Background: an optimization exercise with open tools, aiming at small area. Do not read the settings as production practice.
Only simulation tests tie the RTL to the original design; equivalence was not proved.
Power and IR drop assume default switching activity.

<file path="design.v">
`timescale 1ns/1ps
`default_nettype none
package can_dma_pkg;
    typedef struct packed {
        logic [31:0] dh;
        logic [31:0] dl;
        logic [31:0] cmd;
        logic [31:0] id;
    } frame_words_t;
    typedef struct packed {
        logic [63:0]          data;
        logic [29-1:0] id;
        logic [7:0]           quanta_div;
        logic [5:0]           prop_quanta;
        logic [5:0]           seg1_quanta;
        logic [3:0]           datalen;
        logic                 format;
        logic [1:0]           frame_type;
    } can_frame_t;
    typedef struct packed {
        logic        busreq;
        logic        write;
        logic [31:0] addr;
        logic [31:0] wdata;
    } bus_req_t;
endpackage
`default_nettype wire
`timescale 1ns/1ps
`default_nettype none
module can_reg_slave
(
    input  wire          bs,
    input  wire          rst_n,
    input  wire          reg_wr,
    input  wire          reg_rd,
    input  wire   [15:0] reg_addr,
    input  wire   [31:0] reg_wdata,
    input  wire          tx_active,
    input  wire          chain_active,
    output logic  [31:0] reg_rdata,
    output can_dma_pkg::frame_words_t reg_words_n,
    output logic         reg_launch,
    output logic         chain_start,
    output logic  [31:0] chain_base,
    output logic   [3:0] wr_word,
    output logic  [31:0] old_word_n_q
);
    logic        hi;
    logic        wr_launch;
    logic        wr_chain;
    logic [31:0] word_sel_n;
    assign hi = (reg_addr[15:5] == 11'h7F8) && (reg_addr[1:0] == 2'b00);
    assign wr_word[0] = reg_wr && hi && (reg_addr[4:2] == 3'd0);
    assign wr_word[1] = reg_wr && hi && (reg_addr[4:2] == 3'd1);
    assign wr_word[2] = reg_wr && hi && (reg_addr[4:2] == 3'd2);
    assign wr_word[3] = reg_wr && hi && (reg_addr[4:2] == 3'd3);
    assign wr_launch  = reg_wr && hi && (reg_addr[4:2] == 3'd4);
    assign wr_chain   = reg_wr && hi && (reg_addr[4:2] == 3'd5);
    always_ff @(posedge bs) begin
        if (wr_word[0]) reg_words_n.dh  <= ~reg_wdata;
        if (wr_word[1]) reg_words_n.dl  <= ~reg_wdata;
        if (wr_word[2]) reg_words_n.cmd <= ~reg_wdata;
        if (wr_word[3]) reg_words_n.id  <= ~reg_wdata;
        if (wr_chain)   chain_base    <= reg_wdata;
    end
    logic [3:0] word_dec;
    assign word_dec = 4'b0001 << reg_addr[3:2];
    assign word_sel_n = ({32{word_dec[0]}} & reg_words_n.dh)  | ({32{word_dec[1]}} & reg_words_n.dl) |
                        ({32{word_dec[2]}} & reg_words_n.cmd) | ({32{word_dec[3]}} & reg_words_n.id);
    always_ff @(posedge bs) begin
        old_word_n_q <= word_sel_n;
    end
    always_ff @(posedge bs or negedge rst_n) begin
        if (!rst_n) begin
            reg_launch  <= 1'b0;
            chain_start <= 1'b0;
        end else begin
            reg_launch  <= wr_launch;
            chain_start <= wr_chain;
        end
    end
    logic rd_word, rd_chain, rd_launch, rd_active;
    assign rd_word   = reg_rd && hi && !reg_addr[4];
    assign rd_launch = reg_rd && hi && (reg_addr[4:2] == 3'd4);
    assign rd_chain  = reg_rd && hi && (reg_addr[4:2] == 3'd5);
    assign rd_active = reg_rd && hi && (reg_addr[4:2] == 3'd6);
    assign reg_rdata = ({32{rd_word}} & ~word_sel_n) | ({32{rd_chain}} & chain_base) |
                       {31'd0, (rd_launch && tx_active) || (rd_active && chain_active)};
endmodule
`default_nettype wire
`timescale 1ns/1ps
`default_nettype none
module can_desc_fetch
(
    input  wire          bs,
    input  wire          rst_n,
    input  wire          chain_start,
    input  wire   [31:0] chain_base,
    input  wire          bus_grant,
    input  wire   [31:0] bus_rdata,
    input  wire          tx_active,
    output can_dma_pkg::bus_req_t     bus_req,
    output can_dma_pkg::frame_words_t desc_words_n,
    output logic         desc_launch,
    output logic         chain_active
);
    typedef enum logic [2:0] {
        ST_IDLE,
        ST_RD_REQ,
        ST_RD_DATA,
        ST_LAUNCH,
        ST_WAIT_HI,
        ST_WAIT_LO,
        ST_WR_REQ,
        ST_LINK
    } state_t;
    state_t      state;
    logic [2:0]  word_idx;
    logic [31:0] addr;
    logic [31:0] wdata;
    logic [31:0] spare;
    assign bus_req      = {(state == ST_RD_REQ) || (state == ST_WR_REQ),
                           state == ST_WR_REQ, addr, wdata};
    assign chain_active = (state != ST_IDLE);
    assign desc_launch  = (state == ST_LAUNCH) && !tx_active;
    always_ff @(posedge bs or negedge rst_n) begin
        if (!rst_n) begin
            state <= ST_IDLE;
        end else begin
            case (state)
                ST_IDLE:    if (chain_start) state <= ST_RD_REQ;
                ST_RD_REQ:  if (bus_grant) state <= ST_RD_DATA;
                ST_RD_DATA: state <= (word_idx == 3'(7 - 1)) ? ST_LAUNCH : ST_RD_REQ;
                ST_LAUNCH:  if (!tx_active) state <= ST_WAIT_HI;
                ST_WAIT_HI: if (tx_active) state <= ST_WAIT_LO;
                ST_WAIT_LO: if (!tx_active) state <= ST_WR_REQ;
                ST_WR_REQ:  if (bus_grant) state <= ST_LINK;
                default:    state <= (spare == 32'd0) ? ST_IDLE : ST_RD_REQ;
            endcase
        end
    end
    always_ff @(posedge bs) begin
        if (state == ST_IDLE || state == ST_LINK) begin
            word_idx <= 3'd0;
        end else if (state == ST_RD_DATA) begin
            word_idx <= word_idx + 3'd1;
        end
        if (state == ST_IDLE) begin
            addr <= chain_base;
        end else if (state == ST_LINK || (state == ST_RD_DATA && word_idx == 3'd6)) begin
            addr <= spare;
        end else if (state == ST_RD_DATA) begin
            addr <= {addr[31:2] + 30'd1, addr[1:0]};
        end
        if (state == ST_RD_DATA) begin
            case (word_idx)
                3'd0:    desc_words_n.dh  <= ~bus_rdata;
                3'd1:    desc_words_n.dl  <= ~bus_rdata;
                3'd2:   desc_words_n.cmd <= ~bus_rdata;
                3'd3:    desc_words_n.id  <= ~bus_rdata;
                3'd5: wdata          <= bus_rdata;
                default:         spare          <= bus_rdata;
            endcase
        end
    end
endmodule
`default_nettype wire
`timescale 1ns/1ps
`default_nettype none
module can_launch
(
    input  wire          bs,
    input  wire          rst_n,
    input  can_dma_pkg::frame_words_t reg_words_n,
    input  wire          reg_launch,
    input  can_dma_pkg::frame_words_t desc_words_n,
    input  wire          desc_launch,
    input  wire    [3:0] wr_word,
    input  wire   [31:0] old_word_n_q,
    input  wire          can_busy,
    output logic         can_start,
    output can_dma_pkg::can_frame_t   can_frame,
    output logic         tx_active
);
    logic         pend_valid;
    logic         launch_now;
    logic         park_desc;
    can_dma_pkg::frame_words_t launch_words;
    assign launch_now = !tx_active && (pend_valid || reg_launch || desc_launch);
    assign park_desc = !tx_active && !pend_valid && reg_launch && desc_launch;
    always_ff @(posedge bs or negedge rst_n) begin
        if (!rst_n) begin
            can_start  <= 1'b0;
            tx_active  <= 1'b0;
            pend_valid <= 1'b0;
        end else begin
            can_start <= launch_now;
            if (launch_now) begin
                tx_active <= 1'b1;
            end else if (tx_active && !can_start && !can_busy) begin
                tx_active <= 1'b0;
            end
            if (park_desc) begin
                pend_valid <= 1'b1;
            end else if (!tx_active && pend_valid) begin
                pend_valid <= 1'b0;
            end
        end
    end
    logic       sel_desc;
    logic [3:0] sel_reg;
    logic [3:0] sel_old;
    always_ff @(posedge bs) begin
        sel_desc <= pend_valid || !reg_launch;
        sel_reg  <= {4{!pend_valid && reg_launch}} & ~wr_word;
        sel_old  <= {4{!pend_valid && reg_launch}} & wr_word;
    end
    always_comb begin
        launch_words.dh = ~(({32{sel_desc}} & desc_words_n.dh) | ({32{sel_reg[0]}} & reg_words_n.dh) | ({32{sel_old[0]}} & old_word_n_q));
        launch_words.dl = ~(({32{sel_desc}} & desc_words_n.dl) | ({32{sel_reg[1]}} & reg_words_n.dl) | ({32{sel_old[1]}} & old_word_n_q));
        launch_words.cmd = ~(({32{sel_desc}} & desc_words_n.cmd) | ({32{sel_reg[2]}} & reg_words_n.cmd) | ({32{sel_old[2]}} & old_word_n_q));
        launch_words.id = ~(({32{sel_desc}} & desc_words_n.id) | ({32{sel_reg[3]}} & reg_words_n.id) | ({32{sel_old[3]}} & old_word_n_q));
    end
    always_comb begin
        can_frame.data        = {launch_words.dh, launch_words.dl};
        can_frame.id          = launch_words.id[31 -: 29];
        can_frame.quanta_div  = launch_words.cmd[31:24];
        can_frame.prop_quanta = launch_words.cmd[23:18];
        can_frame.seg1_quanta = launch_words.cmd[17:12];
        can_frame.datalen     = launch_words.cmd[11:8];
        can_frame.format      = launch_words.cmd[7];
        can_frame.frame_type  = launch_words.cmd[6:5];
    end
endmodule
`default_nettype wire
`timescale 1ns/1ps
`default_nettype none
module can_dma_top
(
    input  wire         bs,
    input  wire         rst_n,
    input  wire         reg_wr,
    input  wire         reg_rd,
    input  wire  [15:0] reg_addr,
    input  wire  [31:0] reg_wdata,
    output logic [31:0] reg_rdata,
    output logic        bus_busreq,
    output logic        bus_write,
    output logic [31:0] bus_addr,
    output logic [31:0] bus_wdata,
    input  wire         bus_grant,
    input  wire  [31:0] bus_rdata,
    output logic        can_start,
    output logic [63:0] can_data,
    output logic [28:0] can_id,
    output logic  [7:0] can_quanta_div,
    output logic  [5:0] can_prop_quanta,
    output logic  [5:0] can_seg1_quanta,
    output logic  [3:0] can_datalen,
    output logic        can_format,
    output logic  [1:0] can_frame_type,
    input  wire         can_busy
);
    can_dma_pkg::bus_req_t   bus_req;
    can_dma_pkg::can_frame_t can_frame;
    assign bus_busreq      = bus_req.busreq;
    assign bus_write       = bus_req.write;
    assign bus_addr        = bus_req.addr;
    assign bus_wdata       = bus_req.wdata;
    assign can_data        = can_frame.data;
    assign can_id          = can_frame.id;
    assign can_quanta_div  = can_frame.quanta_div;
    assign can_prop_quanta = can_frame.prop_quanta;
    assign can_seg1_quanta = can_frame.seg1_quanta;
    assign can_datalen     = can_frame.datalen;
    assign can_format      = can_frame.format;
    assign can_frame_type  = can_frame.frame_type;
    can_dma_pkg::frame_words_t reg_words_n;
    can_dma_pkg::frame_words_t desc_words_n;
    logic         reg_launch;
    logic         desc_launch;
    logic         chain_start;
    logic  [31:0] chain_base;
    logic         tx_active;
    logic         chain_active;
    logic   [3:0] wr_word;
    logic  [31:0] old_word_n_q;
    can_reg_slave u_reg_slave (
        .bs           (bs),
        .rst_n        (rst_n),
        .reg_wr       (reg_wr),
        .reg_rd       (reg_rd),
        .reg_addr     (reg_addr),
        .reg_wdata    (reg_wdata),
        .tx_active    (tx_active),
        .chain_active (chain_active),
        .reg_rdata    (reg_rdata),
        .reg_words_n  (reg_words_n),
        .reg_launch   (reg_launch),
        .chain_start  (chain_start),
        .chain_base   (chain_base),
        .wr_word    (wr_word),
        .old_word_n_q (old_word_n_q)
    );
    can_desc_fetch u_desc_fetch (
        .bs           (bs),
        .rst_n        (rst_n),
        .chain_start  (chain_start),
        .chain_base   (chain_base),
        .bus_grant    (bus_grant),
        .bus_rdata    (bus_rdata),
        .tx_active    (tx_active),
        .bus_req      (bus_req),
        .desc_words_n (desc_words_n),
        .desc_launch  (desc_launch),
        .chain_active (chain_active)
    );
    can_launch u_launch (
        .bs          (bs),
        .rst_n       (rst_n),
        .reg_words_n (reg_words_n),
        .reg_launch  (reg_launch),
        .desc_words_n (desc_words_n),
        .desc_launch (desc_launch),
        .wr_word   (wr_word),
        .old_word_n_q (old_word_n_q),
        .can_busy    (can_busy),
        .can_start   (can_start),
        .can_frame   (can_frame),
        .tx_active   (tx_active)
    );
endmodule
`default_nettype wire
</file>
<file path="flow/run.sh">
#!/bin/bash
# Standard layout, with the smallest buffer on every port and a clock tree
# of small buffers without dummy loads.
set -euo pipefail
export BUFFER_PORTS_ARGS="-buffer_cell sky130_fd_sc_hd__buf_1"
export CTS_ARGS="-sink_clustering_enable -repair_clock_nets -dont_use_dummy_load -buf_list sky130_fd_sc_hd__clkbuf_16 -sink_clustering_size 30 -sink_clustering_max_diameter 120"
bash standard.sh > standard.log 2>&1
</file>
<file path="standard.sh">
#!/bin/bash
# synth_recipe.tcl (not shown) runs the flow's synth.tcl, then flattens the netlist and writes it again
# the make line also repeats each setting of config.mk as NAME=value (left out here)
make -C /OpenROAD-flow-scripts/flow DESIGN_CONFIG=/design/flow/config.mk WORK_HOME=/design/flow/orfs CLKGATE_MAP_FILE= SYNTH_SCRIPT=/design/flow/synth_recipe.tcl "${@:-finish}"
</file>
<file path="config.mk">
export PLATFORM = sky130hd
export DESIGN_NAME = can_dma_top
export DESIGN_NICKNAME = can_dma_top
export VERILOG_FILES = /design/flow/design.v
export SDC_FILE = /design/flow/constraint.sdc
export NUM_CORES = 4
export LEC_CHECK = 0
export CAP_MARGIN = 0
export CORE_MARGIN = 2
export CORE_UTILIZATION = 50
export SLEW_MARGIN = 0
</file>
<file path="constraint.sdc">
create_clock -name core_clock -period 7.0 [get_ports {bs}]
set_input_delay 1.4000 -clock core_clock [delete_from_list [all_inputs] [get_ports {bs}]]
set_output_delay 1.4000 -clock core_clock [all_outputs]
set_load 0.01 [all_outputs]
</file>
==> impl_metrics.tcl, run 1 <==
set metrics [dict create \
    critPathCaptureType "output port" \
    num-nets-final 1410 \
    clkTransAtPathRegs_ps 110 \
    overflow 0 \
    root_buffer "clkbuf_16" \
    wl_mm 51.92 \
    cp_max_fo 31 \
    antenna_found_initial 0 \
    synth_nets 1135 \
    outcome "finished clean" \
    yosysMostFrequentCell "edfxtp_1" \
    rsz0062_at_grt "false" \
    grt.total_usage 0.2876 \
    dr.pass1.iters 11 \
    clock_latency_ps 550 \
    diodes 0 \
    p_leak_uw 0.006231 \
    cts_buffers 18 \
    synth_top_area_frac 0.6693 \
    synth.area.top_cells "edfxtp_1 67%, a222oi_1 7.1%, dfxtp_1 5.2%" \
    r2r_cells 4 \
    hold_path.class "flop to flop" \
    critPathBufInv 3 \
    synth_edf_count 376 \
    setup_tns_ps 0 \
    rows 67 \
    post-route-drc-count 0 \
    cp.depth 7 \
    die_h_um 187.7 \
    holdWs_ps 523.5 \
    finalSetupViolCount 0 \
    syn_avg_cell_area_sq_um 16.17 \
    ir_drop_mv 0.2280 \
    cp-start-kind "primary input" \
    finalCritPeriodShare 0.7641 \
    buffer_ports.inserted 304 \
    dp_hpwl_mm 33.34 \
    syn_to_final_growth_pct 12.51 \
    place_congestion 0.8476 \
    cts-hold-fix-buffers 0 \
    layout_min_cycle_time_ps 5348 \
    p_per_area_mw_per_mm2 294.5 \
    path_cells "buf_2 -> inv_1 -> nor2_1 -> nand2_1 -> nor2_4 -> o2bb2ai_1 -> buf_1" \
    grt_pass1_vias 11097 \
    drtIter0Drc 1932 \
    start_util 0.5056 \
    largest_register "u_reg_slave.reg_words_n" \
    syn_area_sq_mm 0.01687 \
    cpLargestDelayFamily "simple AND/OR/NAND/NOR gates" \
    synth_common_cells "376 x edfxtp_1, 120 x a222oi_1, 76 x inv_1" \
    vias_per_cell 6.460 \
    max_stage_delay_ps 870 \
    hold_viol_final 0 \
    r2r_slack_ps 3610 \
    synthDistinctLibCells 52 \
    cts_sinks 428 \
    htree_levels 1 \
    die_w_um 187.7 \
    maxSlewHeadroom 0.2167 \
    fin_skew_ps 68.34 \
    ys.flop_type "edfxtp_1" \
    largest_reg_flops 128 \
    grt_max_degree 66 \
    synth_top_cell_by_area "edfxtp_1" \
    routedWlPerCell_um 29.43 \
    arrival_ps 3950 \
    top_level_ports 305 \
    crit_required_ps 5600 \
    criticalPathCategory "primary input to output port" \
    grt_pass1_wl_mm 73.81 \
    holdPathStages 1 \
    cts_max_path_buffers 3 \
    async_flop_share 0.01869 \
    worst_pin_slew_ps 1170 \
    cts_resized 0 \
    finalMaxSlewViolations 0 \
    vias 11396 \
    cts_tree "done" \
    die-area_sq_mm 0.03522 \
    ys_ff_latch 428 \
    antenna_left 0 \
    synthCells 1043 \
    core_area_sq_mm 0.03336 \
    drive_gt1_frac 0.07751 \
    yosysWarnings 3 \
    cp_slowest_cell "nor2_4" \
    post_cts_buffers 0 \
    drv_cap 0 \
    ys_seq_area_frac 0.7334 \
    fmax_mhz 187.0 \
    top_regs "u_reg_slave.reg_words_n: 128 flops, u_desc_fetch.desc_words_n: 120 flops" \
]
[kinds of logic after synthesis]
| group | Yosys count | synth area share |
|---|---|---|
| flip-flops | 428 | 0.7334 |
| AO/OA/AOI/OAI | 235 | 0.1167 |
| AND/OR/NAND/NOR | 163 | 0.05081 |
| buffers and inverters | 149 | 0.03501 |
| multiplexers | 38 | 0.04717 |
| XOR/XNOR | 24 | 0.01246 |
| adder cells (fa/ha/maj) | 6 | 0.004450 |
[stage by stage]
| stage | setup WS, ps | std cells | cell area [sq um] | util | power, uW |
|---|---|---|---|---|---|
| after floorplan | 952.8 | 1043 | 16870 | - | 3953 |
| after global placement | 1700 | 1746 | 18530 | 0.5553 | 4403 |
| after detailed placement | 1638 | 1746 | 18530 | 0.5553 | 4419 |
| after CTS | 1636 | 1764 | 18980 | 0.5688 | 5593 |
| after global routing | 1462 | 1764 | 18980 | 0.5688 | 5808 |
| final | 1652 | 1764 | 18980 | 0.5688 | 5589 |
[power breakdown]
part           internal [uW]  total, uW  switching [uW]  leakage [uW]
Sequential              3080       3310             235       0.00388
Clock                    467       1210             747      0.000222
Combinational            367       1060             695       0.00213
Total                   3910       5590            1680       0.00623
[path summary, 6_finish.rpt]
check                                                               end                         startpoint
max in group asynchronous             u_reg_slave.chain_start$_DFF_PN0_                              rst_n
worst max register to register  u_desc_fetch.desc_words_n[88]$_DFFE_PP_  u_desc_fetch.state[2]$_DFFE_PN0P_
worst min-delay path                    u_launch.pend_valid$_DFFE_PN0P_    u_launch.pend_valid$_DFFE_PN0P_
worst max-delay path                                      reg_rdata[16]                        reg_addr[2]
worst min register to register          u_launch.pend_valid$_DFFE_PN0P_    u_launch.pend_valid$_DFFE_PN0P_
min in group asynchronous             u_desc_fetch.state[1]$_DFFE_PN0P_                              rst_n
[metal layers]
layer | wire length, um | global-route usage
met1 | 20810 | 0.4118
met2 | 24700 | 0.4617
met3 | 5406 | 0.05297
met4 | 1001 | 0.06844
met5 | 0 | 0
[worst register-to-register path: cells and delay by family (launching register included)]
| kind | cells | cell delay, ps |
|---|---|---|
| and+or+nand+nor | 3 | 1720 |
| DFF | 1 | 610 |
| buffers and inverters | 1 | 600 |
[cell usage in the layout, fill, tap and decap left out, types with 4 or more instances in the layout]
cell / n
nand3_1: 15
inv_1: 76
dfxtp_1: 40
a21oi_1: 17
nor2_1: 37
nor3b_2: 4
ha_1: 6
o21ai_0: 31
nand2b_1: 4
nor4_1: 11
a222oi_1: 120
edfxtp_1: 376
nand4_1: 9
o22ai_1: 10
buf_4: 24
nor4_2: 4
a211oi_1: 4
a31oi_1: 4
clkbuf_16: 18
a21o_1: 4
o2bb2ai_1: 31
xnor2_1: 16
xor2_1: 8
and3_1: 6
a22oi_1: 4
buf_1: 302
nor3_1: 13
nand2_1: 33
dfrtp_1: 8
mux4_2: 33
[cell type report]
class	instances	area, sq um
clock buffer	18	450.4
fill	2766	14390
inverter	76	285.3
multi-input combinational	466	3979
sequential	428	12380
tap	448	560.5
timing repair buffer	328	1324
==> run 2: changes to the inputs <==
==> flow/run.sh (replaced) <==
#!/bin/bash
# Standard layout, with the smallest buffer on every port and a clock tree
# of small buffers without dummy loads.
set -euo pipefail
export BUFFER_PORTS_ARGS="-buffer_cell sky130_fd_sc_hd__buf_1"
export CTS_ARGS="-sink_clustering_enable -repair_clock_nets -dont_use_dummy_load -buf_list sky130_fd_sc_hd__clkbuf_4 -sink_clustering_size 8 -sink_clustering_max_diameter 60"
bash standard.sh > standard.log 2>&1
==> impl_metrics.tcl, run 2 <==
set metrics [dict create \
    outcome "finished clean" \
    finalCritPeriodShare 0.7679 \
    layout_min_cycle_time_ps 5376 \
    placed_area_sq_mm 0.01853 \
    cts-hold-fix-buffers 0 \
    drtIter0Drc 1878 \
    cp_max_fo 31 \
    die-area_sq_mm 0.03522 \
    cts_buffers 59 \
    synth.area.top_cells "edfxtp_1 67%, a222oi_1 7.1%, dfxtp_1 5.2%" \
    arrival_ps 3980 \
    synth_top_cell_by_area "edfxtp_1" \
    post-route-drc-count 0 \
    holdWs_ps 518.6 \
    synth_nets 1135 \
    rsz0062_at_grt "false" \
    die_h_um 187.7 \
    hold_path.class "flop to flop" \
    ys.flop_type "edfxtp_1" \
    stdcell_count 1807 \
    dp_hpwl_mm 33.34 \
    place_inst 1746 \
    num-nets-final 1451 \
    overflow 0 \
    finalSetupViolCount 0 \
    syn_avg_cell_area_sq_um 16.17 \
    layout_commonest_cell "edfxtp_1" \
    syn_to_final_growth_pct 12.49 \
    largest_register "u_reg_slave.reg_words_n" \
    crit_required_ps 5600 \
    path_cells "buf_2 -> inv_1 -> nor2_1 -> nand2_1 -> nor2_4 -> o2bb2ai_1 -> buf_1" \
    cp_slowest_cell "nor2_4" \
    cts_max_path_buffers 3 \
    place_congestion 0.8476 \
    grt_max_degree 66 \
    synthCells 1043 \
    grt_pass1_vias 11459 \
    synthDistinctLibCells 52 \
    clkTransAtPathRegs_ps 80 \
    worstHoldStart "u_launch.pend_valid$_DFFE_PN0P_" \
    largest_reg_flops 128 \
    htree_levels 2 \
    post_cts_buffers 0 \
    yosysMostFrequentCell "edfxtp_1" \
    synth_top_area_frac 0.6693 \
    top_level_ports 305 \
    grt.total_usage 0.2945 \
    p_leak_uw 0.006281 \
    fmax_mhz 186.0 \
    top_regs "u_reg_slave.reg_words_n: 128 flops, u_desc_fetch.desc_words_n: 120 flops" \
    synth_common_cells "376 x edfxtp_1, 120 x a222oi_1, 76 x inv_1" \
    vias 11539 \
    maxSlewHeadroom 0.2048 \
    cp-start-kind "primary input" \
    antenna_found_initial 2 \
    worst_pin_slew_ps 1188 \
    hold_viol_final 0 \
    routedWlPerCell_um 29.11 \
    syn_area_sq_mm 0.01687 \
    setup_tns_ps 0 \
    critPathBufInv 3 \
    synth_edf_count 376 \
    final_cell_area_sq_mm 0.01898 \
    drive_gt1_frac 0.1054 \
    drv_cap 0 \
    clock_latency_ps 760 \
    cts_sinks 428 \
    p_per_area_mw_per_mm2 292.7 \
    root_buffer "clkbuf_4" \
    wl_mm 52.61 \
    vias_per_cell 6.386 \
    max_stage_delay_ps 880 \
    grt_pass1_wl_mm 75.06 \
    start_util 0.5056 \
    dr.pass1.iters 9 \
    antenna_left 0 \
    mostFrequentLayoutCells "376 x edfxtp_1, 302 x buf_1, 120 x a222oi_1" \
    die_w_um 187.7 \
    core_area_sq_mm 0.03336 \
    yosysWarnings 3 \
    cts_resized 0 \
    buffer_ports.inserted 304 \
    fin_skew_ps 42.70 \
    ys_ff_latch 428 \
    cts_tree "done" \
    rows 67 \
    cpLargestDelayFamily "simple AND/OR/NAND/NOR gates" \
    criticalPathCategory "primary input to output port" \
    ir_drop_mv 0.1209 \
    startpoint "reg_addr[2]" \
    async_flop_share 0.01869 \
    r2r_start "u_desc_fetch.state[2]$_DFFE_PN0P_" \
    critPathCaptureType "output port" \
    ys_seq_area_frac 0.7334 \
    finalMaxSlewViolations 0 \
]
-- run 2: routing by layer --
layer  vias up  GRT usage  wire length (um)  share of wire
li1       4931          -                 -              -
met1      5694     0.4119             20670           0.39
met2       823     0.4614             24640           0.47
met3        91    0.06607              5901           0.11
met4         0    0.09843              1405          0.027
met5         -          0                 0              0
-- run 2: kinds of logic after synthesis --
kind of cell / after synthesis / synth area share
DFF: 428 / 0.7334
AOI/OAI and AO/OA: 235 / 0.1167
and+or+nand+nor: 163 / 0.05081
buffers and inverters: 149 / 0.03501
muxes: 38 / 0.04717
xor gates and xnor gates: 24 / 0.01246
adders and majority gates: 6 / 0.004450
-- run 2: area by class of cell --
type,count,area (sq um)
Multi-Input combinational cell,466,3979
Fill cell,2778,14390
Tap cell,448,560.5
Antenna cell,2,5.005
Sequential cell,428,12380
Timing Repair Buffer,328,1324
Clock buffer,59,442.9
Inverter,76,285.3
-- run 2: path summary, 6_finish.rpt --
path	to	slack, ps	cells past startpoint
worst max-delay path	reg_rdata[20]	1620	7
worst min-delay path	u_launch.pend_valid$_DFFE_PN0P_	520	1
worst max register to register	u_desc_fetch.desc_words_n[88]$_DFFE_PP_	3680	4
worst min register to register	u_launch.pend_valid$_DFFE_PN0P_	520	1
max in group asynchronous	u_reg_slave.chain_start$_DFF_PN0_	6100	1
min in group asynchronous	u_desc_fetch.state[2]$_DFFE_PN0P_	570	1
-- run 2: stage by stage --
step                setup WS [ps]  utilization  power (uW)
finish                       1624       0.5687        5554
global route                 1462       0.5687        5805
CTS                          1636       0.5686        5577
detailed placement           1638       0.5553        4419
global placement             1700       0.5553        4403
floorplan                   952.8            -        3953
-- run 2: report_power, final --
group | leakage [uW] | internal [uW] | switching, uW
Clock | 0.000271 | 384 | 801
Sequential | 0.00388 | 3080 | 233
Combinational | 0.00213 | 367 | 690
Total | 0.00628 | 3830 | 1720
==> run 3: changes to the inputs <==
--- a/design.v
+++ b/design.v
@@ -106,12 +106,12 @@
 );
     typedef enum logic [2:0] {
-        ST_IDLE,
-        ST_RD_REQ,
-        ST_RD_DATA,
-        ST_LAUNCH,
-        ST_WAIT_HI,
-        ST_WAIT_LO,
-        ST_WR_REQ,
-        ST_LINK
+        ST_IDLE    = 3'd0,
+        ST_LAUNCH  = 3'd1,
+        ST_WAIT_HI = 3'd2,
+        ST_WAIT_LO = 3'd3,
+        ST_RD_REQ  = 3'd4,
+        ST_RD_DATA = 3'd5,
+        ST_WR_REQ  = 3'd6,
+        ST_LINK    = 3'd7
     } state_t;
     state_t      state;
==> impl_metrics.tcl, run 3 <==
set metrics [dict create \
    die-area_sq_mm 0.03505 \
    overflow 0 \
    ys_seq_area_frac 0.7372 \
    grt_pass1_wl_mm 75.22 \
    async_flop_share 0.01869 \
    cts_max_path_buffers 3 \
    cts_tree "done" \
    synthCells 1037 \
    htree_levels 2 \
    cts-hold-fix-buffers 0 \
    dr.pass1.iters 9 \
    p_leak_uw 0.006259 \
    drive_gt1_frac 0.1077 \
    routedWlPerCell_um 29.13 \
    placed_area_sq_mm 0.01848 \
    largest_register "u_reg_slave.reg_words_n" \
    total_power_uw 5525 \
    mostFrequentLayoutCells "376 x edfxtp_1, 302 x buf_1, 120 x a222oi_1" \
    place_congestion 0.8220 \
    cts_resized 0 \
    yosysWarnings 3 \
    synth_top_cell_by_area "edfxtp_1" \
    p_seq_frac 0.595 \
    synth_top_area_frac 0.6728 \
    clockPowerShare 0.210 \
    synth.area.top_cells "edfxtp_1 67%, a222oi_1 7.2%, dfxtp_1 5.2%" \
    synth_nets 1129 \
    clock_latency_ps 770 \
    setup_tns_ps 0 \
    final_cell_area_sq_mm 0.01892 \
    fillerInstances 2742 \
    antenna_found_initial 2 \
    maxSlewHeadroom 0.1825 \
    rows 67 \
    layout_commonest_cell "edfxtp_1" \
    synth_common_cells "376 x edfxtp_1, 120 x a222oi_1, 76 x inv_1" \
    wl_mm 52.55 \
    grt.total_usage 0.2961 \
    top_level_ports 305 \
    largest_reg_flops 128 \
    vias_per_cell 6.417 \
    dp_hpwl_mm 33.53 \
    finalCritPeriodShare 0.7369 \
    antenna_left 0 \
    synthDistinctLibCells 50 \
    outcome "finished clean" \
    finalSetupViolCount 0 \
    post_cts_buffers 0 \
    grt_max_degree 63 \
    fin_skew_ps 62.72 \
    syn_to_final_growth_pct 12.75 \
    drv_cap 0 \
    p_int_uw 3819 \
    ys_ff_latch 428 \
    cts_sinks 428 \
    cp-start-kind "primary input" \
    cp_max_fo 31 \
    crit_required_ps 5600 \
    rsz0062_at_grt "false" \
    post-route-drc-count 0 \
    die_w_um 187.2 \
    arrival_ps 3760 \
    p_per_area_mw_per_mm2 292.0 \
    die_h_um 187.2 \
    worst_pin_slew_ps 1226 \
    critPathCaptureType "output port" \
    cts_buffers 59 \
    layout_min_cycle_time_ps 5158 \
    top_regs "u_reg_slave.reg_words_n: 128 flops, u_desc_fetch.desc_words_n: 120 flops" \
    syn_avg_cell_area_sq_um 16.18 \
    ir_drop_mv 0.1256 \
    p_sw_uw 1706 \
    fmax_mhz 193.9 \
    hold_viol_final 0 \
    start_util 0.5043 \
    syn_area_sq_mm 0.01678 \
    core_area_sq_mm 0.03328 \
    ys.flop_type "edfxtp_1" \
    clkTransAtPathRegs_ps 90 \
    combPwrFrac 0.195 \
    finalMaxSlewViolations 0 \
    vias 11576 \
    root_buffer "clkbuf_4" \
    hold_path.class "flop to flop" \
    num-nets-final 1449 \
    drtIter0Drc 1793 \
    criticalPathCategory "primary input to output port" \
    synth_edf_count 376 \
    buffer_ports.inserted 304 \
    yosysMostFrequentCell "edfxtp_1" \
    grt_pass1_vias 11367 \
    switching_share 0.3088 \
]
## run 3: changes by cell type after synthesis, sizes merged, moves of 6 or more
| cell | change |
|---|---|
| a22oi | +7 |
| nor3 | +9 |
| xnor2 | -6 |
| nor2 | -8 |
| o22ai | -6 |
| buf | -7 |
## run 3: worst max-delay path: stages
cell and delay [ps]:
buf_2 560, inv_1 160, nor2_1 200, nand2_1 160, nor2_4 870, o2bb2ai_1 200
buf_1 170
## run 3: routing by layer
metal,part of all wire,global-route usage,vias up,wire length (um)
li1,-,-,4900,-
met1,0.39,0.4117,5755,20750
met2,0.47,0.4668,819,24620
met3,0.11,0.06060,100,5668
met4,0.028,0.1084,2,1490
met5,0.00021,0,-,11
## run 3: cell families after synthesis
logic type / synth area share
compound gates: 0.1199
fa+ha+maj: 0.004473
flops: 0.7372
buf+inv: 0.03318
xor+xnor: 0.01044
simple gates: 0.05003
mux: 0.04481
## run 3: final cells by class
type / instances / area, sq um / area share
multi-input combinational: 462 / 3914 / 0.2068
tap: 448 / 560.5 / 0.02962
clock buffer: 59 / 442.9 / 0.02341
timing repair buffer: 330 / 1339 / 0.07075
antenna: 1 / 2.502 / 0.0001322
inverter: 76 / 285.3 / 0.01508
sequential: 428 / 12380 / 0.6542
## run 3: power groups by stage
stage	clock (uW)	combinational (uW)	sequential, uW
floorplan	0	623	3320
global placement	0	1060	3330
detailed placement	0	1070	3340
CTS	1200	1070	3280
global route	1280	1170	3310
finish	1160	1080	3290
## run 3: path summary, 6_finish.rpt
| path | start | slack [ps] | cells after the start | end |
|---|---|---|---|---|
| worst max-delay path | reg_addr[2] | 1840 | 7 | reg_rdata[1] |
| worst min-delay path | u_reg_slave.reg_launch$_DFF_PN0_ | 520 | 2 | u_launch.can_start$_DFF_PN0_ |
| max in group asynchronous | rst_n | 6080 | 1 | u_launch.pend_valid$_DFFE_PN0P_ |
| min in group asynchronous | rst_n | 590 | 1 | u_desc_fetch.state[0]$_DFFE_PN0P_ |
| worst max register to register | u_desc_fetch.state[2]$_DFFE_PN0P_ | 3970 | 4 | u_desc_fetch.wdata[31]$_DFFE_PP_ |
| worst min register to register | u_reg_slave.reg_launch$_DFF_PN0_ | 520 | 2 | u_launch.can_start$_DFF_PN0_ |
## run 3: per-stage QoR
stage | utilization | hold WS, ps | instances | setup WS [ps]
floorplan | - | 470.8 | 1037 | 2098
global placement | 0.5552 | 492.9 | 1744 | 1891
detailed placement | 0.5552 | 497.3 | 1744 | 1847
CTS | 0.5685 | 515.1 | 1803 | 1839
global route | 0.5686 | 551.2 | 1804 | 1627
finish | 0.5686 | 520.7 | 1804 | 1842
==> run 4: changes to the inputs <==
==> flow/run.sh (replaced) <==
#!/bin/bash
# Standard layout, with the smallest buffer on every port and a clock tree
# of small buffers without dummy loads.
set -euo pipefail
export BUFFER_PORTS_ARGS="-buffer_cell sky130_fd_sc_hd__buf_1"
export CTS_ARGS="-sink_clustering_enable -repair_clock_nets -dont_use_dummy_load -buf_list sky130_fd_sc_hd__clkbuf_8 -sink_clustering_size 16 -sink_clustering_max_diameter 60"
bash standard.sh > standard.log 2>&1
==> impl_metrics.tcl, run 4 <==
set metrics [dict create \
    placed_area_sq_mm 0.01848 \
    outcome "finished clean" \
    finalCritPeriodShare 0.7374 \
    maxSlewHeadroom 0.1637 \
    cp_max_fo 31 \
    hold_viol_final 0 \
    core_area_sq_mm 0.03328 \
    worst_pin_slew_ps 1254 \
    dp_hpwl_mm 33.53 \
    rsz0062_at_grt "false" \
    syn_area_sq_mm 0.01678 \
    mostFrequentLayoutCells "376 x edfxtp_1, 302 x buf_1, 120 x a222oi_1" \
    ys_ff_latch 428 \
    place_congestion 0.8220 \
    overflow 0 \
    ir_drop_mv 0.1682 \
    cts_buffers 36 \
    top_regs "u_reg_slave.reg_words_n: 128 flops, u_desc_fetch.desc_words_n: 120 flops" \
    dr.pass1.iters 9 \
    num-nets-final 1426 \
    buffer_ports.inserted 304 \
    synthDistinctLibCells 50 \
    largest_register "u_reg_slave.reg_words_n" \
    synth.area.top_cells "edfxtp_1 67%, a222oi_1 7.2%, dfxtp_1 5.2%" \
    vias_per_cell 6.452 \
    grt_busiest_layer "met2" \
    htree_levels 2 \
    finalSetupViolCount 0 \
    synth_adder_area_share 0.004473 \
    synth_common_cells "376 x edfxtp_1, 120 x a222oi_1, 76 x inv_1" \
    cts-hold-fix-buffers 0 \
    dp_worst_setup_slack_ps 1847 \
    p_leak_uw 0.006247 \
    synth_compound_area_frac 0.1199 \
    yosysWarnings 3 \
    p_per_area_mw_per_mm2 294.4 \
    cts_max_path_buffers 3 \
    layout_commonest_cell "edfxtp_1" \
    vias 11485 \
    arrival_ps 3760 \
    largest_reg_flops 128 \
    grt_pass1_wl_mm 74.91 \
    post-route-drc-count 0 \
    cts_tree "done" \
    synthMuxAreaShare 0.04481 \
    top_level_ports 305 \
    antenna_left 0 \
    fin_skew_ps 75.32 \
    post_cts_buffers 0 \
    grt.total_usage 0.2943 \
    use_met1 0.4147 \
    clkTransAtPathRegs_ps 90 \
    drtIter0Drc 1888 \
    synth_nets 1129 \
    total_power_uw 5585 \
    layout_min_cycle_time_ps 5162 \
    criticalPathCategory "primary input to output port" \
    timing.final.ws_setup_ps 1838 \
    synth_top_cell_by_area "edfxtp_1" \
    grt_util_met3 0.05347 \
    grt_max_degree 63 \
    ys_seq_area_frac 0.7372 \
    setup_tns_ps 0 \
    ys.flop_type "edfxtp_1" \
    synth_top_family_by_area "compound AO/OA/AOI/OAI gates" \
    r2r_slack_ps 3950 \
    diodes 0 \
    cts_sinks 428 \
    synthSimpleGateAreaFrac 0.05003 \
    async_flop_share 0.01869 \
    cp-start-kind "primary input" \
    hold_path.class "flop to flop" \
    die-area_sq_mm 0.03505 \
    synth_edf_count 376 \
    yosysMostFrequentCell "edfxtp_1" \
    wl_mm 52.34 \
    routedWlPerCell_um 29.40 \
    crit_required_ps 5600 \
    synthXorXnorAreaFrac 0.01044 \
    clock_latency_ps 580 \
    drive_gt1_frac 0.09234 \
    syn_to_final_growth_pct 13.05 \
    grt_pass1_vias 11248 \
    drv_cap 0 \
    antenna_found_initial 1 \
    root_buffer "clkbuf_8" \
    die_w_um 187.2 \
    synth_top_area_frac 0.6728 \
    fmax_mhz 193.7 \
    cts_resized 0 \
    die_h_um 187.2 \
    critPathCaptureType "output port" \
    final_cell_area_sq_mm 0.01897 \
    synthCells 1037 \
    syn_avg_cell_area_sq_um 16.18 \
    met2_usage 0.4635 \
    start_util 0.5043 \
    finalMaxSlewViolations 0 \
    rows 67 \
]
## run 4: cells by family after synthesis
family,count (synthesis)
buffers and inverters,147
XOR/XNOR,20
AO/OA/AOI/OAI,239
adder cells (fa/ha/maj),6
AND/OR/NAND/NOR,162
multiplexers,35
flip-flops,428
## run 4: through the flow
stage	util	hold WS (ps)	cells
floorplan	-	470.8	1037
global placement	0.5552	492.9	1744
detailed placement	0.5552	497.3	1744
CTS	0.5701	483.2	1780
global route	0.5701	516.0	1780
finish	0.5701	486.7	1780
## run 4: cell type report
cell class	instances	area [sq um]
Tap cell	448	560.5
Multi-Input combinational cell	462	3914
Clock buffer	36	495.5
Fill cell	2709	14310
Timing Repair Buffer	330	1339
Inverter	76	285.3
Sequential cell	428	12380
## run 4: worst paths after layout
| path | startpoint | to | cells past startpoint |
|---|---|---|---|
| max | reg_addr[2] | reg_rdata[1] | 7 |
| min | u_reg_slave.reg_launch$_DFF_PN0_ | u_launch.can_start$_DFF_PN0_ | 2 |
| max reg2reg | u_desc_fetch.state[2]$_DFFE_PN0P_ | u_desc_fetch.wdata[30]$_DFFE_PP_ | 4 |
| min reg2reg | u_reg_slave.reg_launch$_DFF_PN0_ | u_launch.can_start$_DFF_PN0_ | 2 |
| max in group asynchronous | rst_n | u_reg_slave.chain_start$_DFF_PN0_ | 1 |
| min in group asynchronous | rst_n | u_launch.can_start$_DFF_PN0_ | 1 |
## run 4: report_power, final
part / switching, uW / leakage [uW] / internal [uW] / total [uW]
clock: 758 / 0.000259 / 463 / 1220
combinational: 719 / 0.00211 / 357 / 1080
sequential: 211 / 0.00387 / 3080 / 3290
total: 1690 / 0.00625 / 3900 / 5590
## run 4: worst max-delay path, stage by stage
cell,delay (ps)
buf_2,560
inv_1,150
nor2_1,200
nand2_1,160
nor2_4,880
o2bb2ai_1,200
buf_1,170
## run 4: per-layer routing
metal	vias to the layer above	routed length, um
li1	4828	-
met1	5720	20560
met2	822	24470
met3	113	5614
met4	2	1683
met5	-	11
==> run 5: changes to the inputs <==
==> flow/run.sh (replaced) <==
#!/bin/bash
# Standard layout, with the smallest buffer on every port and a clock tree
# of small buffers without dummy loads.
set -euo pipefail
export BUFFER_PORTS_ARGS="-buffer_cell sky130_fd_sc_hd__buf_1"
export CTS_ARGS="-sink_clustering_enable -repair_clock_nets -dont_use_dummy_load -buf_list sky130_fd_sc_hd__clkbuf_4 -sink_clustering_size 10 -sink_clustering_max_diameter 50"
bash standard.sh > standard.log 2>&1
==> impl_metrics.tcl, run 5 <==
set metrics [dict create \
    outcome "finished clean" \
    cp-start-kind "primary input" \
    grt_pass1_vias 11263 \
    finalSetupViolCount 0 \
    async_flop_share 0.01869 \
    r2r_cells 4 \
    ir_drop_mv 0.1337 \
    syn_avg_cell_area_sq_um 16.18 \
    yosysWarnings 3 \
    mostFrequentLayoutCells "376 x edfxtp_1, 302 x buf_1, 120 x a222oi_1" \
    worstHoldStart "u_reg_slave.reg_launch$_DFF_PN0_" \
    r2r_start "u_desc_fetch.state[2]$_DFFE_PN0P_" \
    die_w_um 187.2 \
    crit_required_ps 5600 \
    worst_pin_slew_ps 1285 \
    grt_max_degree 63 \
    finalMaxSlewViolations 0 \
    layout_min_cycle_time_ps 5146 \
    synthCells 1037 \
    r2r_slack_ps 3930 \
    cp_max_fo 31 \
    cts-hold-fix-buffers 0 \
    criticalPathCategory "primary input to output port" \
    whs_endpoint "u_launch.can_start$_DFF_PN0_" \
    fillerInstances 2739 \
    syn_area_sq_mm 0.01678 \
    drive_gt1_frac 0.1018 \
    overflow 0 \
    core_area_sq_mm 0.03328 \
    cts_max_path_buffers 3 \
    grt_pass1_wl_mm 74.95 \
    hold_path.class "flop to flop" \
    drtIter0Drc 1743 \
    dp_worst_setup_slack_ps 1847 \
    total_power_uw 5449 \
    maxSlewHeadroom 0.1432 \
    rsz0062_at_grt "false" \
    ys_seq_area_frac 0.7372 \
    holdPathStages 2 \
    top_level_ports 305 \
    grt_util_met3 0.05197 \
    p_leak_uw 0.006218 \
    root_buffer "clkbuf_4" \
    place_congestion 0.8220 \
    p_per_area_mw_per_mm2 289.0 \
    hold_viol_final 0 \
    syn_to_final_growth_pct 12.35 \
    yosysMostFrequentCell "edfxtp_1" \
    largest_register "u_reg_slave.reg_words_n" \
    wl_mm 52.30 \
    cts_resized 0 \
    buffer_ports.inserted 304 \
    rows 67 \
    vias 11519 \
    cts_buffers 50 \
    fmax_mhz 194.3 \
    layout_commonest_cell "edfxtp_1" \
    seq_area_sq_mm 0.01238 \
    routedWlPerCell_um 29.13 \
    grt_busiest_layer "met2" \
    synth.area.top_cells "edfxtp_1 67%, a222oi_1 7.2%, dfxtp_1 5.2%" \
    die-area_sq_mm 0.03505 \
    timing.final.ws_setup_ps 1854 \
    synth_common_cells "376 x edfxtp_1, 120 x a222oi_1, 76 x inv_1" \
    multi_input_area_sq_mm 0.003914 \
    antenna_left 0 \
    post_cts_buffers 0 \
    dp_hpwl_mm 33.53 \
    met2_usage 0.4645 \
    setup_tns_ps 0 \
    cts_sinks 428 \
    drv_cap 0 \
    synth_top_cell_by_area "edfxtp_1" \
    antenna_found_initial 2 \
    post-route-drc-count 0 \
    synthDistinctLibCells 50 \
    r2r-end "u_desc_fetch.wdata[30]$_DFFE_PP_" \
    grt.total_usage 0.2943 \
    synth_top_area_frac 0.6728 \
    ys_ff_latch 428 \
    use_met1 0.4161 \
    fin_skew_ps 90.93 \
    die_h_um 187.2 \
    critPathCaptureType "output port" \
    largest_reg_flops 128 \
    arrival_ps 3750 \
    clock_latency_ps 740 \
    synth_nets 1129 \
    htree_levels 2 \
    ys.flop_type "edfxtp_1" \
    start_util 0.5043 \
    finalCritPeriodShare 0.7351 \
    num-nets-final 1440 \
    dr.pass1.iters 10 \
    vias_per_cell 6.417 \
    cts_tree "done" \
    clkTransAtPathRegs_ps 90 \
    top_regs "u_reg_slave.reg_words_n: 128 flops, u_desc_fetch.desc_words_n: 120 flops" \
    synth_edf_count 376 \
]
## run 5: cell type report
| class | count | share of cell area |
|---|---|---|
| Sequential cell | 428 | 0.6565 |
| Clock buffer | 50 | 0.01991 |
| Multi-Input combinational cell | 462 | 0.2076 |
| Timing Repair Buffer | 330 | 0.07101 |
| Tap cell | 448 | 0.02973 |
| Antenna cell | 1 | 0.0001327 |
| Inverter | 76 | 0.01513 |
## run 5: kinds of logic after synthesis
| group | after synthesis | synth area share |
|---|---|---|
| AO/OA/AOI/OAI | 239 | 0.1199 |
| buffers and inverters | 147 | 0.03318 |
| XOR/XNOR | 20 | 0.01044 |
| AND/OR/NAND/NOR | 162 | 0.05003 |
| flip-flops | 428 | 0.7372 |
| adder cells (fa/ha/maj) | 6 | 0.004473 |
| multiplexers | 35 | 0.04481 |
## run 5: worst max path at each step
stage / startpoint / to / slack, ps / cells past startpoint
after floorplan: reg_addr[2] / u_reg_slave.reg_words_n[0]$_DFFE_PP_ / 2100 / 4
after global placement: reg_addr[2] / reg_rdata[14] / 1890 / 7
after detailed placement: reg_addr[2] / reg_rdata[19] / 1850 / 7
after CTS: reg_addr[2] / reg_rdata[19] / 1840 / 7
after global routing: reg_addr[2] / reg_rdata[14] / 1620 / 7
final: reg_addr[2] / reg_rdata[1] / 1850 / 7
## run 5: where the power goes
group | switching [uW] | total, uW | leakage, uW | internal [uW]
Sequential | 209 | 3290 | 0.00387 | 3080
Combinational | 718 | 1070 | 0.00211 | 357
Clock | 760 | 1090 | 0.000230 | 328
Total | 1690 | 5450 | 0.00622 | 3760
## run 5: worst max-delay path: stages
cell and delay (ps):
buf_2 570, inv_1 160, nor2_1 200, nand2_1 160, nor2_4 850, o2bb2ai_1 200
buf_1 170
## run 5: per-stage QoR
step | area [sq um] | utilization | instances | hold WS [ps]
after floorplan | 16780 | - | 1037 | 470.8
after global placement | 18480 | 0.5552 | 1744 | 492.9
after detailed placement | 18480 | 0.5552 | 1744 | 497.3
after CTS | 18850 | 0.5665 | 1794 | 497.6
after global routing | 18850 | 0.5665 | 1795 | 521.7
final | 18850 | 0.5665 | 1795 | 508.6
## run 5: routing by layer
layer / wire length [um] / vias to the layer above / share of wire
met4: 1579 / 2 / 0.030
met1: 20690 / 5724 / 0.40
met3: 5605 / 112 / 0.11
met2: 24410 / 795 / 0.47
li1: - / 4886 / -
met5: 11 / - / 0.00021
==> run 6: changes to the inputs <==
--- a/design.v
+++ b/design.v
@@ -140,4 +140,14 @@
         end
     end
+    logic        addr_base, addr_spare, addr_step, addr_hold;
+    logic [31:0] addr_next;
+    assign addr_base  = (state == ST_IDLE);
+    assign addr_spare = (state == ST_LINK) || (state == ST_RD_DATA && word_idx == 3'd6);
+    assign addr_step  = (state == ST_RD_DATA && word_idx != 3'd6);
+    assign addr_hold  = !(addr_base || addr_spare || addr_step);
+    assign addr_next  = ({32{addr_base}}  & chain_base) |
+                        ({32{addr_spare}} & spare) |
+                        ({32{addr_step}}  & {addr[31:2] + 30'd1, addr[1:0]}) |
+                        ({32{addr_hold}}  & addr);
     always_ff @(posedge bs) begin
         if (state == ST_IDLE || state == ST_LINK) begin
@@ -146,11 +156,5 @@
             word_idx <= word_idx + 3'd1;
         end
-        if (state == ST_IDLE) begin
-            addr <= chain_base;
-        end else if (state == ST_LINK || (state == ST_RD_DATA && word_idx == 3'd6)) begin
-            addr <= spare;
-        end else if (state == ST_RD_DATA) begin
-            addr <= {addr[31:2] + 30'd1, addr[1:0]};
-        end
+        addr <= addr_next;
         if (state == ST_RD_DATA) begin
             case (word_idx)
==> flow/run.sh (replaced) <==
#!/bin/bash
# Standard layout, with the smallest buffer on every port and a clock tree
# of small buffers without dummy loads.
set -euo pipefail
export BUFFER_PORTS_ARGS="-buffer_cell sky130_fd_sc_hd__buf_1"
export CTS_ARGS="-sink_clustering_enable -repair_clock_nets -dont_use_dummy_load -buf_list sky130_fd_sc_hd__clkbuf_4 -sink_clustering_size 8 -sink_clustering_max_diameter 60"
bash standard.sh > standard.log 2>&1
==> impl_metrics.tcl, run 6 <==
set metrics [dict create \
    outcome "finished clean" \
    routedWlPerCell_um 28.62 \
    post_cts_buffers 0 \
    num-nets-final 1442 \
    worst_pin_slew_ps 1167 \
    overflow 0 \
    startpoint "reg_addr[0]" \
    vias_per_cell 6.407 \
    fin_skew_ps 87.22 \
    crit_required_ps 5600 \
    finalMaxSlewViolations 0 \
    hold_viol_final 0 \
    drive_gt1_frac 0.1343 \
    largest_register "u_reg_slave.reg_words_n" \
    synth_top_area_frac 0.6155 \
    dp_hpwl_mm 32.84 \
    ys.flop_type "edfxtp_1" \
    clkTransAtPathRegs_ps 90 \
    syn_area_sq_mm 0.01678 \
    p_per_area_mw_per_mm2 281.4 \
    p_leak_uw 0.006321 \
    stdcell_count 1797 \
    cts_resized 0 \
    largest_reg_flops 128 \
    cts_tree "done" \
    syn_avg_cell_area_sq_um 16.39 \
    grt.total_usage 0.2905 \
    layout_commonest_cell "edfxtp_1" \
    synth_top_cell_by_area "edfxtp_1" \
    arrival_ps 3770 \
    yosysMostFrequentCell "edfxtp_1" \
    worstHoldStart "u_desc_fetch.spare[12]$_DFFE_PP_" \
    synthDistinctLibCells 54 \
    synth_top_family_by_area "compound AO/OA/AOI/OAI gates" \
    finalCritPeriodShare 0.7385 \
    ys_ff_latch 428 \
    setup_tns_ps 0 \
    start_util 0.5043 \
    path_cells "buf_1 -> nand4bb_1 -> nor4_2 -> nand2_1 -> nor2_4 -> buf_4 -> o2bb2ai_2 -> buf_1" \
    mostFrequentLayoutCells "344 x edfxtp_1, 302 x buf_1, 138 x a222oi_1" \
    dr.pass1.iters 10 \
    layout_min_cycle_time_ps 5169 \
    cts_sinks 428 \
    fmax_mhz 193.5 \
    path_common_cell "buf_1" \
    cp_max_fo 17 \
    vias 11514 \
    grt_max_degree 65 \
    place_congestion 0.8190 \
    place_inst 1737 \
    synthSimpleGateAreaFrac 0.04757 \
    async_flop_share 0.01869 \
    grt_pass1_wl_mm 74.61 \
    synthCells 1024 \
    yosysWarnings 3 \
    ys_seq_area_frac 0.7181 \
    cts_buffers 59 \
    cts-hold-fix-buffers 0 \
    synth_adder_area_share 0.004473 \
    antenna_found_initial 1 \
    critPathBufInv 3 \
    core_area_sq_mm 0.03328 \
    drtIter0Drc 1790 \
    synth_nets 1116 \
    synth.area.top_cells "edfxtp_1 62%, dfxtp_1 9.1%, a222oi_1 8.2%" \
    root_buffer "clkbuf_4" \
    hold_path.class "flop to flop" \
    criticalPathCategory "primary input to output port" \
    r2r_start "u_desc_fetch.state[2]$_DFFE_PN0P_" \
    cp_slowest_cell "nor2_4" \
    drv_cap 0 \
    htree_levels 2 \
    synthMuxAreaShare 0.04414 \
    finalSetupViolCount 0 \
    maxSlewHeadroom 0.2211 \
    synth_common_cells "344 x edfxtp_1, 138 x a222oi_1, 78 x inv_1" \
    max_stage_delay_ps 770 \
    cts_max_path_buffers 3 \
    cpLargestDelayFamily "simple AND/OR/NAND/NOR gates" \
    syn_to_final_growth_pct 12.66 \
    antenna_left 0 \
    cp-start-kind "primary input" \
    clock_latency_ps 740 \
    top_regs "u_reg_slave.reg_words_n: 128 flops, u_desc_fetch.desc_words_n: 120 flops" \
    ir_drop_mv 0.1525 \
    rows 67 \
    critPathCaptureType "output port" \
    grt_pass1_vias 11576 \
    die_w_um 187.2 \
    buffer_ports.inserted 304 \
    post-route-drc-count 0 \
    synth_compound_area_frac 0.1388 \
    die_h_um 187.2 \
    synth_edf_count 344 \
    synthXorXnorAreaFrac 0.009394 \
    wl_mm 51.44 \
    top_level_ports 305 \
    rsz0062_at_grt "false" \
    die-area_sq_mm 0.03505 \
]
==> run 6: cell types whose count changed after synthesis, sizes merged, moves of 12 or more <==
cell	previous run	this run
nor3	24	12
buf	9	21
clkbuf	62	49
edfxtp	376	344
dfxtp	44	76
a222oi	120	138
==> run 6: final timing paths <==
check,endpoint,slack [ps],cells after the start
setup / recovery,reg_rdata[6],1830,8
hold / removal,u_desc_fetch.addr[12]$_DFF_P_,490,2
setup reg to reg,u_desc_fetch.desc_words_n[94]$_DFFE_PP_,3820,4
hold reg to reg,u_desc_fetch.addr[12]$_DFF_P_,490,2
max in group asynchronous,u_launch.pend_valid$_DFFE_PN0P_,6040,1
min in group asynchronous,u_desc_fetch.state[2]$_DFFE_PN0P_,630,1
==> run 6: tightest hold or removal path, stage by stage, from the launching register on <==
cell and delay [ps]:
edfxtp_1 370, a222oi_1 70, nand2_1 60
==> run 6: area by class of cell <==
cell class,instances,area [sq um]
multi-input cells,448,4177
inverters,78,292.8
repair buffers,335,1376
flip-flops and latches,428,12060
well taps,448,560.5
fillers,2807,14370
clock buffers,59,442.9
diodes,1,2.502
==> run 6: report_power, final <==
group | switching, uW | internal (uW)
clock network | 779 | 385
logic | 634 | 348
registers | 216 | 2960
==> run 6: metrics by stage <==
stage / utilization / cell area [sq um] / worst slack, ps / power, uW / hold slack (ps)
2_1_floorplan: - / 16780 / 2189 / 3780 / 468.8
5_1_grt: 0.5681 / 18910 / 1687 / 5561 / 538.9
3_5_place_dp: 0.5547 / 18460 / 1847 / 4203 / 484.2
6_report: 0.5681 / 18910 / 1831 / 5320 / 491.3
3_3_place_gp: 0.5547 / 18460 / 1936 / 4186 / 477.2
4_1_cts: 0.5680 / 18900 / 1832 / 5341 / 486.3
==> run 6: logic make-up (layout without fill, tap and decap cells) <==
group                    after synthesis  after routing
other                                  0              1
multiplexers                          34             34
AO/OA/AOI/OAI                        246            246
XOR/XNOR                              18             18
AND/OR/NAND/NOR                      144            144
flip-flops                           428            428
adder cells (fa/ha/maj)                6              6
buffers and inverters                148            472
==> run 6: layer usage <==
| metal | global-route usage | vias up | routed length (um) |
|---|---|---|---|
| li1 | - | 4912 | - |
| met2 | 0.4598 | 811 | 24450 |
| met3 | 0.07317 | 97 | 6184 |
| met4 | 0.1035 | 0 | 1471 |
| met1 | 0.3933 | 5694 | 19330 |
| met5 | 0 | - | 0 |
==> run 7: changes to the inputs <==
--- a/config.mk
+++ b/config.mk
@@ -8,4 +8,4 @@
 export CAP_MARGIN = 0
 export CORE_MARGIN = 2
-export CORE_UTILIZATION = 50
+export CORE_UTILIZATION = 40
 export SLEW_MARGIN = 0
==> impl_metrics.tcl, run 7 <==
set metrics [dict create \
    arrival_ps 3710 \
    fin_skew_ps 57.49 \
    worst_pin_slew_ps 1368 \
    ir_drop_mv 0.1170 \
    wl_mm 54.57 \
    largest_register "u_reg_slave.reg_words_n" \
    fmax_mhz 195.6 \
    cp-start-kind "primary input" \
    grt_pass1_vias 11649 \
    drv_cap 0 \
    mostFrequentLayoutCells "344 x edfxtp_1, 302 x buf_1, 138 x a222oi_1" \
    synthDistinctLibCells 54 \
    routedWlPerCell_um 28.86 \
    synth.area.top_cells "edfxtp_1 62%, dfxtp_1 9.1%, a222oi_1 8.2%" \
    cp_max_fo 17 \
    outcome "finished clean" \
    start_util 0.4028 \
    overflow 0 \
    cts_buffers 59 \
    criticalPathCategory "primary input to output port" \
    syn_avg_cell_area_sq_um 16.39 \
    antenna_found_initial 3 \
    finalCritPeriodShare 0.7304 \
    num-nets-final 1443 \
    syn_area_sq_mm 0.01678 \
    layout_commonest_cell "edfxtp_1" \
    cts_tree "done" \
    clkTransAtPathRegs_ps 100 \
    cts_sinks 428 \
    top_regs "u_reg_slave.reg_words_n: 128 flops, u_desc_fetch.desc_words_n: 120 flops" \
    synthSimpleGateAreaFrac 0.04757 \
    drive_gt1_frac 0.1349 \
    antenna_left 0 \
    ys.flop_type "edfxtp_1" \
    rows 75 \
    vias 11547 \
    synth_top_cell_by_area "edfxtp_1" \
    holdPathStages 1 \
    buffer_ports.inserted 304 \
    crit_required_ps 5600 \
    p_int_uw 3691 \
    synthMuxAreaShare 0.04414 \
    die_w_um 208.8 \
    synth_top_area_frac 0.6155 \
    p_sw_uw 1662 \
    post-route-drc-count 0 \
    place_congestion 0.8101 \
    die-area_sq_mm 0.04361 \
    hold_viol_final 0 \
    rsz0062_at_grt "false" \
    clockPowerShare 0.220 \
    drtIter0Drc 1886 \
    cts_resized 0 \
    clock_latency_ps 820 \
    grt_max_degree 62 \
    setup_tns_ps 0 \
    dr.pass1.iters 10 \
    yosysMostFrequentCell "edfxtp_1" \
    synth_common_cells "344 x edfxtp_1, 138 x a222oi_1, 78 x inv_1" \
    hold_path.class "flop to flop" \
    synth_compound_area_frac 0.1388 \
    post_cts_buffers 0 \
    async_flop_share 0.01869 \
    cts-hold-fix-buffers 0 \
    synth_edf_count 344 \
    p_seq_frac 0.593 \
    root_buffer "clkbuf_4" \
    grt_pass1_wl_mm 77.25 \
    core_area_sq_mm 0.04167 \
    finalMaxSlewViolations 0 \
    top_level_ports 305 \
    p_per_area_mw_per_mm2 281.3 \
    finalSetupViolCount 0 \
    cts_max_path_buffers 3 \
    synthCells 1024 \
    grt.total_usage 0.2461 \
    ys_ff_latch 428 \
    layout_min_cycle_time_ps 5113 \
    critPathCaptureType "output port" \
    syn_to_final_growth_pct 13.41 \
    htree_levels 2 \
    switching_share 0.3105 \
    r2r_cells 4 \
    synth_top_family_by_area "compound AO/OA/AOI/OAI gates" \
    combPwrFrac 0.186 \
    synth_nets 1116 \
    dp_hpwl_mm 36.23 \
    yosysWarnings 3 \
    synth_adder_area_share 0.004473 \
    p_leak_uw 0.006326 \
    die_h_um 208.8 \
    ys_seq_area_frac 0.7181 \
    maxSlewHeadroom 0.08664 \
    largest_reg_flops 128 \
    vias_per_cell 6.106 \
    synthXorXnorAreaFrac 0.009394 \
    total_power_uw 5354 \
]
## run 7: cell counts after synthesis
No cell type changed its count.
## run 7: final timing paths
path,from,to,slack [ps]
setup / recovery,reg_addr[0],reg_rdata[15],1890
hold / removal,u_desc_fetch.spare[2]$_DFFE_PP_,u_desc_fetch.addr[2]$_DFF_P_,510
setup reg to reg,u_desc_fetch.state[2]$_DFFE_PN0P_,u_desc_fetch.desc_words_n[98]$_DFFE_PP_,4130
hold reg to reg,u_desc_fetch.spare[2]$_DFFE_PP_,u_desc_fetch.addr[2]$_DFF_P_,510
max in group asynchronous,rst_n,u_reg_slave.chain_start$_DFF_PN0_,6170
min in group asynchronous,rst_n,u_desc_fetch.state[1]$_DFFE_PN0P_,520
## run 7: worst max-delay path, cell delays in order
cell and delay, ps:
buf_1 60, nand4bb_1 190, nor4_2 410, nand2_1 200, nor2_4 670, buf_4 450
o2bb2ai_2 140, buf_1 160
## run 7: power groups by stage
stage | combinational, uW | clock, uW | sequential (uW)
floorplan | 588 | 0 | 3190
global placement | 986 | 0 | 3220
detailed placement | 1000 | 0 | 3230
CTS | 1010 | 1220 | 3170
global route | 1100 | 1310 | 3210
finish | 996 | 1180 | 3180
## run 7: final cells by class
class / count / area (sq um)
fillers: 3788 / 22630
flip-flops and latches: 428 / 12060
multi-input cells: 448 / 4177
repair buffers: 336 / 1384
well taps: 539 / 674.4
clock buffers: 59 / 442.9
inverters: 78 / 292.8
diodes: 3 / 7.507
## run 7: logic make-up (layout without fill, tap and decap cells)
| group | count (synthesis) | in the layout |
|---|---|---|
| AOI/OAI and AO/OA | 246 | 246 |
| xor gates and xnor gates | 18 | 18 |
| adders and majority gates | 6 | 6 |
| buffers and inverters | 148 | 473 |
| DFF | 428 | 428 |
| muxes | 34 | 34 |
| other | 0 | 3 |
| and+or+nand+nor | 144 | 144 |
## run 7: per-layer routing
layer | part of all wire | vias up | global-route usage
met5 | 0.00024 | - | 0
met4 | 0.032 | 2 | 0.09433
met3 | 0.11 | 118 | 0.06838
met2 | 0.48 | 789 | 0.3929
met1 | 0.38 | 5716 | 0.3210
li1 | - | 4922 | -
## run 7: metrics by stage
step | hold WS (ps) | instance area (sq um) | worst slack, ps | std cells | utilization
2_1_floorplan | 468.8 | 16780 | 2189 | 1024 | -
6_report | 510.2 | 19030 | 1887 | 1891 | 0.4568
3_3_place_gp | 485.8 | 18580 | 1867 | 1829 | 0.4460
5_1_grt | 461.8 | 19030 | 1721 | 1891 | 0.4568
3_5_place_dp | 502.5 | 18580 | 1797 | 1829 | 0.4460
4_1_cts | 449.5 | 19030 | 1795 | 1888 | 0.4566
==> run 8: changes to the inputs <==
==> flow/run.sh (replaced) <==
#!/bin/bash
# Standard layout, with the smallest buffer on every port and a clock tree
# of small buffers without dummy loads; gates off the critical paths are
# downsized after global routing.
set -euo pipefail
export BUFFER_PORTS_ARGS="-buffer_cell sky130_fd_sc_hd__buf_1"
export RECOVER_POWER=100
export CTS_ARGS="-sink_clustering_enable -repair_clock_nets -dont_use_dummy_load -buf_list sky130_fd_sc_hd__clkbuf_4 -sink_clustering_size 9 -sink_clustering_max_diameter 50"
bash standard.sh > standard.log 2>&1
--- a/config.mk
+++ b/config.mk
@@ -8,4 +8,4 @@
 export CAP_MARGIN = 0
 export CORE_MARGIN = 2
-export CORE_UTILIZATION = 40
+export CORE_UTILIZATION = 50
 export SLEW_MARGIN = 0
==> impl_metrics.tcl, run 8 <==
set metrics [dict create \
    outcome "complete, but fails checks" \
    violatedChecks "capacitance limit, slew limit" \
    cts_resized 0 \
    die-area_sq_mm 0.03505 \
    grt_pass1_wl_mm 74.76 \
    place_congestion 0.8190 \
    grt.total_usage 0.2906 \
    hold_path.class "flop to flop" \
    synth_top_area_frac 0.6155 \
    dp_worst_setup_slack_ps 1847 \
    num-nets-final 1438 \
    syn_avg_cell_area_sq_um 16.39 \
    overflow 0 \
    holdPathStages 2 \
    finalCritPeriodShare 0.7985 \
    fillerInstances 2855 \
    die_w_um 187.2 \
    synthCells 1024 \
    root_buffer "clkbuf_4" \
    yosysWarnings 3 \
    cp-start-kind "primary input" \
    met2_usage 0.4613 \
    stdcell_count 1793 \
    syn_area_sq_mm 0.01678 \
    grt_pass1_vias 11512 \
    vias 11578 \
    place_inst 1737 \
    cp_max_fo 17 \
    synth_edf_count 344 \
    largest_register "u_reg_slave.reg_words_n" \
    buffer_ports.inserted 304 \
    p_leak_uw 0.006192 \
    clockPowerShare 0.215 \
    placed_area_sq_mm 0.01846 \
    crit_required_ps 5600 \
    final_cell_area_sq_mm 0.01868 \
    worst_pin_slew_ps 2828 \
    cts_sinks 428 \
    ys_seq_area_frac 0.7181 \
    vias_per_cell 6.457 \
    syn_to_final_growth_pct 11.28 \
    dr.pass1.iters 12 \
    yosysMostFrequentCell "edfxtp_1" \
    maxSlewHeadroom -0.8853 \
    cts_buffers 55 \
    drv_cap 14 \
    drive_gt1_frac 0.09821 \
    arrival_ps 4190 \
    p_sw_uw 1620 \
    largest_reg_flops 128 \
    synth.area.top_cells "edfxtp_1 62%, dfxtp_1 9.1%, a222oi_1 8.2%" \
    clock_latency_ps 750 \
    cts-hold-fix-buffers 0 \
    drtIter0Drc 1980 \
    use_met1 0.3960 \
    ys_ff_latch 428 \
    hold_viol_final 0 \
    holdWs_ps 485.2 \
    finalMaxSlewViolations 408 \
    synth_common_cells "344 x edfxtp_1, 138 x a222oi_1, 78 x inv_1" \
    async_flop_share 0.01869 \
    cts_tree "done" \
    critPathCaptureType "output port" \
    post_cts_buffers 0 \
    antenna_left 0 \
    cts_max_path_buffers 3 \
    grt_util_met3 0.07167 \
    die_h_um 187.2 \
    post-route-drc-count 0 \
    criticalPathCategory "primary input to output port" \
    r2r_cells 4 \
]
-- run 8: cell count changes in the layout (fill, tap and decap cells not counted), moves of 4 or more --
cell | before | now
buf_1 | 302 | 297
buf_4 | 32 | 13
clkbuf_1 | 0 | 24
clkbuf_4 | 59 | 55
o21ai_0 | 25 | 32
o21ai_1 | 8 | 1
o2bb2ai_1 | 1 | 13
o2bb2ai_2 | 30 | 18
-- run 8: per-stage QoR --
| step | total power (uW) | utilization |
|---|---|---|
| floorplan | 3780 | - |
| global placement | 4186 | 0.5547 |
| detailed placement | 4203 | 0.5547 |
| CTS | 5300 | 0.5671 |
| global route | 5512 | 0.5611 |
| finish | 5280 | 0.5611 |
-- run 8: final timing paths --
check	from	endpoint	slack [ps]
max	reg_addr[0]	reg_rdata[19]	1410
min	u_launch.can_start$_DFF_PN0_	u_launch.tx_active$_DFFE_PN0P_	490
max reg2reg	u_desc_fetch.state[2]$_DFFE_PN0P_	u_desc_fetch.desc_words_n[94]$_DFFE_PP_	2150
min reg2reg	u_launch.can_start$_DFF_PN0_	u_launch.tx_active$_DFFE_PN0P_	490
max in group asynchronous	rst_n	u_launch.can_start$_DFF_PN0_	6030
min in group asynchronous	rst_n	u_desc_fetch.state[2]$_DFFE_PN0P_	610
-- run 8: cell families (layout without fill, tap and decap cells) --
logic type | count (synthesis) | in the layout | synth area share
AOI/OAI and AO/OA | 246 | 246 | 0.1388
xor gates and xnor gates | 18 | 18 | 0.009394
adders and majority gates | 6 | 6 | 0.004473
other | 0 | 1 | 0
muxes | 34 | 34 | 0.04414
and+or+nand+nor | 144 | 144 | 0.04757
DFF | 428 | 428 | 0.7181
buffers and inverters | 148 | 468 | 0.03750
-- run 8: critical path: stages --
cell,delay (ps)
buf_1,60
nand4bb_1,180
nor4_1,420
nand2_1,200
or2_0,920
buf_4,560
o2bb2ai_1,250
buf_1,180
-- run 8: layout make-up --
type | count | area [sq um] | share of cell area
inverter | 78 | 292.8 | 0.01568
antenna | 1 | 2.502 | 0.0001340
sequential | 428 | 12050 | 0.6453
clock buffer | 55 | 412.9 | 0.02211
multi-input combinational | 448 | 4048 | 0.2167
tap | 448 | 560.5 | 0.03001
timing repair buffer | 335 | 1308 | 0.07001
-- run 8: routing by layer --
layer  vias up  part of all wire
li1       4906                 -
met1      5742              0.38
met2       836              0.48
met3        94              0.12
met4         0             0.027
met5         -                 0
-- run 8: power by group through the flow --
stage	registers [uW]	logic, uW	clock network (uW)
5_1_grt	3200	1060	1240
4_1_cts	3170	981	1150
3_3_place_gp	3220	964	0
6_report	3180	967	1130
2_1_floorplan	3190	588	0
3_5_place_dp	3230	977	0

Setup slack of run 8, layout unchanged: 1.410 ns with ideal ports, 1.386 ns with driving cells assumed (clock clkbuf_16, inputs buf_2), 1.386 ns with port delays also shifted by the 0.741 ns mid clock arrival.
